Context: an optimization exercise on an open-source flow, tuned for small area and a short achievable clock period. The choices shown serve that exercise and are no tape-out recipe.
Function was checked by simulation only, so behaviour that the tests miss may differ from the original.
Power and IR drop assume default switching activity.

Design fault_mem_cfg, start of the top module:
module fault_mem_cfg #(
  parameter int DATA_WIDTH = 8,
  parameter int ADDR_WIDTH = 4,
  parameter int CAPACITY   = 16,
  parameter int NUM_FAULTS = 4,
  parameter int IDX_WIDTH  = 2,
  parameter int BIT_WIDTH  = 3
) (
  input  logic                  clk,
  input  logic                  rst,
  input  logic                  write_read,
  input  logic [ADDR_WIDTH-1:0] address,
  input  logic [DATA_WIDTH-1:0] wdata,
  output logic [DATA_WIDTH-1:0] rdata,
  input  logic                  cfg_we,
  input  logic [IDX_WIDTH-1:0]  cfg_idx,
  input  logic [2:0]            cfg_type,
  input  logic [ADDR_WIDTH-1:0] cfg_vaddr,
  input  logic [BIT_WIDTH-1:0]  cfg_vbit,
  input  logic [ADDR_WIDTH-1:0] cfg_aaddr,
  input  logic [BIT_WIDTH-1:0]  cfg_abit,
  output logic                  fault_hit
);
Settings: LEC_CHECK=0, CAP_MARGIN=20, CELL_PAD_IN_SITES_DETAIL_PLACEMENT=2, CELL_PAD_IN_SITES_GLOBAL_PLACEMENT=4, CORE_MARGIN=2, CORE_UTILIZATION=25, PLACE_DENSITY=0.35, SLEW_MARGIN=20; clock period 24.0 ns.
standard.sh (not shown) runs the stock make flow with config.mk's settings and CLKGATE_MAP_FILE= SYNTH_SCRIPT=/design/flow/synth_recipe.tcl, a recipe that flattens the netlist after the stock synthesis.
==> flow/flow/run.sh <==
#!/bin/bash
# Layout flow: the standard ORFS flow with two changes.
#  1. Technology mapping uses an area-oriented ABC script (flow/area.abc) in
#     place of ORFS's delay-oriented one. Everything else in synthesis is the
#     standard script, so the registers are the standard synthesis's.
#  2. repair_timing aims for a setup slack of SETUP_MARGIN ns, so paths far
#     shorter than the clock period are still tightened.
set -euo pipefail
SETUP_MARGIN=${SETUP_MARGIN:-17.5}
here=$(pwd)
rm -rf "$here/orfs_scripts"
cp -r "$FLOW_HOME/scripts" "$here/orfs_scripts"
cp "$here/flow/area.abc" "$here/orfs_scripts/abc_speed.script"
bash standard.sh SCRIPTS_DIR="$here/orfs_scripts" SETUP_SLACK_MARGIN=$SETUP_MARGIN finish > standard_flow.log 2>&1
==> flow/flow/area.abc <==
strash
&get -n
&dch -f
&nf -R 1000 -p
&put
==> next run, changes <==
--- a/flow/flow/run.sh
+++ b/flow/flow/run.sh
@@ -9 +9 @@
-SETUP_MARGIN=${SETUP_MARGIN:-17.5}
+SETUP_MARGIN=${SETUP_MARGIN:-17}
CTS_BUF_LIST = sky130_fd_sc_hd__clkbuf_8   (was unset)
CTS_CLUSTER_SIZE = 24   (was unset)
After rerunning: Synthesized cell count is unchanged. Clock-buffer cell count climbs by 38. Flip-flop and latch count stays the same. Wire length drops slightly. Critical path depth drops by 6. Core utilization drops by 2.2 points. Final area drops by a few percent. Synthesized area is unchanged. Sequential share of layout area climbs by 2.1 points. Global-route usage is about the same.

---

Starting RTL as in the previous note.
==> flow/config.mk <==
export PLATFORM = sky130hd
export DESIGN_NAME = fault_mem_cfg
export DESIGN_NICKNAME = fault_mem_cfg
export VERILOG_FILES = /design/flow/design.v
export SDC_FILE = /design/flow/constraint.sdc
export NUM_CORES = 4
export LEC_CHECK = 0
export CAP_MARGIN = 20
export CELL_PAD_IN_SITES_DETAIL_PLACEMENT = 2
export CELL_PAD_IN_SITES_GLOBAL_PLACEMENT = 4
export CORE_MARGIN = 2
export CORE_UTILIZATION = 25
export CTS_BUF_LIST = sky130_fd_sc_hd__clkbuf_4 sky130_fd_sc_hd__clkbuf_8
export PLACE_DENSITY = 0.35
export SLEW_MARGIN = 20
==> flow/constraint.sdc <==
create_clock -name core_clock -period 24.0 [get_ports {clk}]
set_input_delay 4.8000 -clock core_clock [delete_from_list [all_inputs] [get_ports {clk}]]
set_output_delay 4.8000 -clock core_clock [all_outputs]
set_load 0.01 [all_outputs]
==> flow/flow/run.sh <==
#!/bin/bash
# Layout flow: the standard ORFS flow with two changes.
#  1. Technology mapping uses an area-oriented ABC script (flow/area.abc) in
#     place of ORFS's delay-oriented one. Everything else in synthesis is the
#     standard script, so the registers are the standard synthesis's.
#  2. repair_timing aims for a setup slack of SETUP_MARGIN ns, so paths far
#     shorter than the clock period are still tightened.
set -euo pipefail
SETUP_MARGIN=${SETUP_MARGIN:-17}
here=$(pwd)
rm -rf "$here/orfs_scripts"
cp -r "$FLOW_HOME/scripts" "$here/orfs_scripts"
cp "$here/flow/area.abc" "$here/orfs_scripts/abc_speed.script"
bash standard.sh SCRIPTS_DIR="$here/orfs_scripts" SETUP_SLACK_MARGIN=$SETUP_MARGIN finish > standard_flow.log 2>&1
Scripts as last shown in full above: flow/flow/area.abc
Change:
--- a/flow/flow/run.sh
+++ b/flow/flow/run.sh
@@ -8,3 +8,3 @@
 set -euo pipefail
-SETUP_MARGIN=${SETUP_MARGIN:-17}
+SETUP_MARGIN=${SETUP_MARGIN:-17.3}
 here=$(pwd)
CTS_BUF_LIST = sky130_fd_sc_hd__clkbuf_16   (was sky130_fd_sc_hd__clkbuf_4 sky130_fd_sc_hd__clkbuf_8)
CTS_CLUSTER_DIAMETER = 150   (was not set)
CTS_CLUSTER_SIZE = 20   (was not set)
=>
- synthesized cell count does not change
- worst hold slack gets better by 0.017 ns
- design area rises by 2.0%
- die area is unchanged
- wire length rises by about 0.9%
- power falls by about 13%
- sequential power stays flat
- setup slack gets better by 0.050 ns
- clock skew falls by 0.027 ns
- combinational power rises by about 7%
Change:
--- a/flow/flow/run.sh
+++ b/flow/flow/run.sh
@@ -8,3 +8,3 @@
 set -euo pipefail
-SETUP_MARGIN=${SETUP_MARGIN:-17.3}
+SETUP_MARGIN=${SETUP_MARGIN:-17}
 here=$(pwd)
CTS_CLUSTER_DIAMETER = 80   (was 150)
CTS_CLUSTER_SIZE = 22   (was 20)
Outcome: Clock power climbs by 41%; worst hold slack got worse by 0.017 ns; core utilization falls by 0.82 points.

---

fault_mem_cfg again, from the RTL that the note above started with.
==> flow/config.mk <==
export PLATFORM = sky130hd
export DESIGN_NAME = fault_mem_cfg
export DESIGN_NICKNAME = fault_mem_cfg
export VERILOG_FILES = /design/flow/design.v
export SDC_FILE = /design/flow/constraint.sdc
export NUM_CORES = 4
export LEC_CHECK = 0
export CAP_MARGIN = 20
export CELL_PAD_IN_SITES_DETAIL_PLACEMENT = 2
export CELL_PAD_IN_SITES_GLOBAL_PLACEMENT = 4
export CORE_MARGIN = 2
export CORE_UTILIZATION = 25
export PLACE_DENSITY = 0.35
export SLEW_MARGIN = 20
==> flow/constraint.sdc <==
create_clock -name core_clock -period 24.0 [get_ports {clk}]
set_input_delay 4.8000 -clock core_clock [delete_from_list [all_inputs] [get_ports {clk}]]
set_output_delay 4.8000 -clock core_clock [all_outputs]
set_load 0.01 [all_outputs]
==> flow/flow/run.sh <==
#!/bin/bash
# Layout flow: the standard ORFS flow with two changes.
#  1. Technology mapping uses an area-oriented ABC script (flow/area.abc) in
#     place of ORFS's delay-oriented one. Everything else in synthesis is the
#     standard script, so the registers are the standard synthesis's.
#  2. repair_timing aims for a setup slack of SETUP_MARGIN ns, so paths far
#     shorter than the clock period are still tightened.
set -euo pipefail
SETUP_MARGIN=${SETUP_MARGIN:-17}
here=$(pwd)
rm -rf "$here/orfs_scripts"
cp -r "$FLOW_HOME/scripts" "$here/orfs_scripts"
cp "$here/flow/area.abc" "$here/orfs_scripts/abc_speed.script"
bash standard.sh SCRIPTS_DIR="$here/orfs_scripts" SETUP_SLACK_MARGIN=$SETUP_MARGIN finish > standard_flow.log 2>&1
Scripts as last shown in full above: flow/flow/area.abc
Then changed:
CELL_PAD_IN_SITES_DETAIL_PLACEMENT = 1   (was 2)
CELL_PAD_IN_SITES_GLOBAL_PLACEMENT = 3   (was 4)
CORE_UTILIZATION = 35   (was 25)
CTS_BUF_LIST = sky130_fd_sc_hd__clkbuf_16   (was default)
CTS_CLUSTER_DIAMETER = 150   (was default)
CTS_CLUSTER_SIZE = 18   (was default)
PLACE_DENSITY = 0.45   (was 0.35)
Outcome:
- global-route usage grows by 4.8 points
- wire length falls by about 16%
- final area went down by 5.3%
- setup slack improves by 0.021 ns
- maximum frequency grows by about 0.3%
- clock power decreases by about 44%
- worst hold slack hardly moves
- via count went down by 1.3%
Then changed:
CELL_PAD_IN_SITES_DETAIL_PLACEMENT = 2   (was 1)
CELL_PAD_IN_SITES_GLOBAL_PLACEMENT = 4   (was 3)
CORE_UTILIZATION = 25   (was 35)
CTS_CLUSTER_SIZE = 20   (was 18)
PLACE_DENSITY = 0.35   (was 0.45)
Result: The new run ran to the end with no violations. Worst setup slack is better by 0.025 ns. Total power went up by 2.7%. Final area went up by 2.6%.
Then changed:
--- a/flow/flow/run.sh
+++ b/flow/flow/run.sh
@@ -7,5 +7,5 @@
 #     shorter than the clock period are still tightened.
 set -euo pipefail
-SETUP_MARGIN=${SETUP_MARGIN:-17}
+SETUP_MARGIN=${SETUP_MARGIN:-16.5}
 here=$(pwd)
 rm -rf "$here/orfs_scripts"
CTS_BUF_LIST = default   (was sky130_fd_sc_hd__clkbuf_16)
CTS_CLUSTER_DIAMETER = default   (was 150)
CTS_CLUSTER_SIZE = default   (was 20)
Wire length goes down by 2.5%.
Combinational power went down by about 4%.
Final area increases by 2.0%.
Worst hold slack is worse by 0.014 ns.
Via count stays flat.
Cell count goes up by 0.77%.
Worst setup slack loses 0.43 ns.
Power grows by 21%.
Global-route usage shrinks by 0.32 points.
Clock power went up by 88%.
Critical path depth does not change.

-- separate check: timing with driven ports --
The results above use ideal ports. As a check the final layouts listed here were re-extracted and re-timed, cells and wires unchanged. Step 1 sets driving cells, clkbuf_16 on the clock port and buf_2 on the other inputs (assumed; they add their load-dependent delay and slew). Step 2 adds t to the input delays and takes it off the output delays; t is the mean of the earliest and latest rising clock arrival at the registers after step 1. Input paths then give back, and output paths get back, about the clock's delay inside the block. Slacks: ideal ports / drivers / drivers and shift; pairs: ideal ports / drivers.
run	shift t [ns]	slack for setup (ns)	worst data-port slew with drivers (ns)
the first run of note 1	0.724	17.162 / 17.185 / 16.460	0.06
the second run of note 1	0.819	17.044 / 17.055 / 16.265	0.07
the first run of note 2	0.814	17.044 / 17.054 / 16.270	0.07
the second run of note 2	0.701	17.094 / 17.116 / 16.415	0.06
the third run of note 2	0.685	17.037 / 16.998 / 16.313	0.25
the first run of note 3	0.736	17.067 / 17.049 / 16.313	0.08
the second run of note 3	0.689	17.088 / 17.088 / 16.449	0.05
the third run of note 3	0.718	17.113 / 17.007 / 16.289	0.25
the fourth run of note 3	0.742	16.679 / 16.725 / 15.983	0.05
After both steps setup and hold are still met in every run listed. The setup slack of the third run of note 3, which loses most, moves by -0.106 ns with the drivers and by -0.824 ns with both steps.
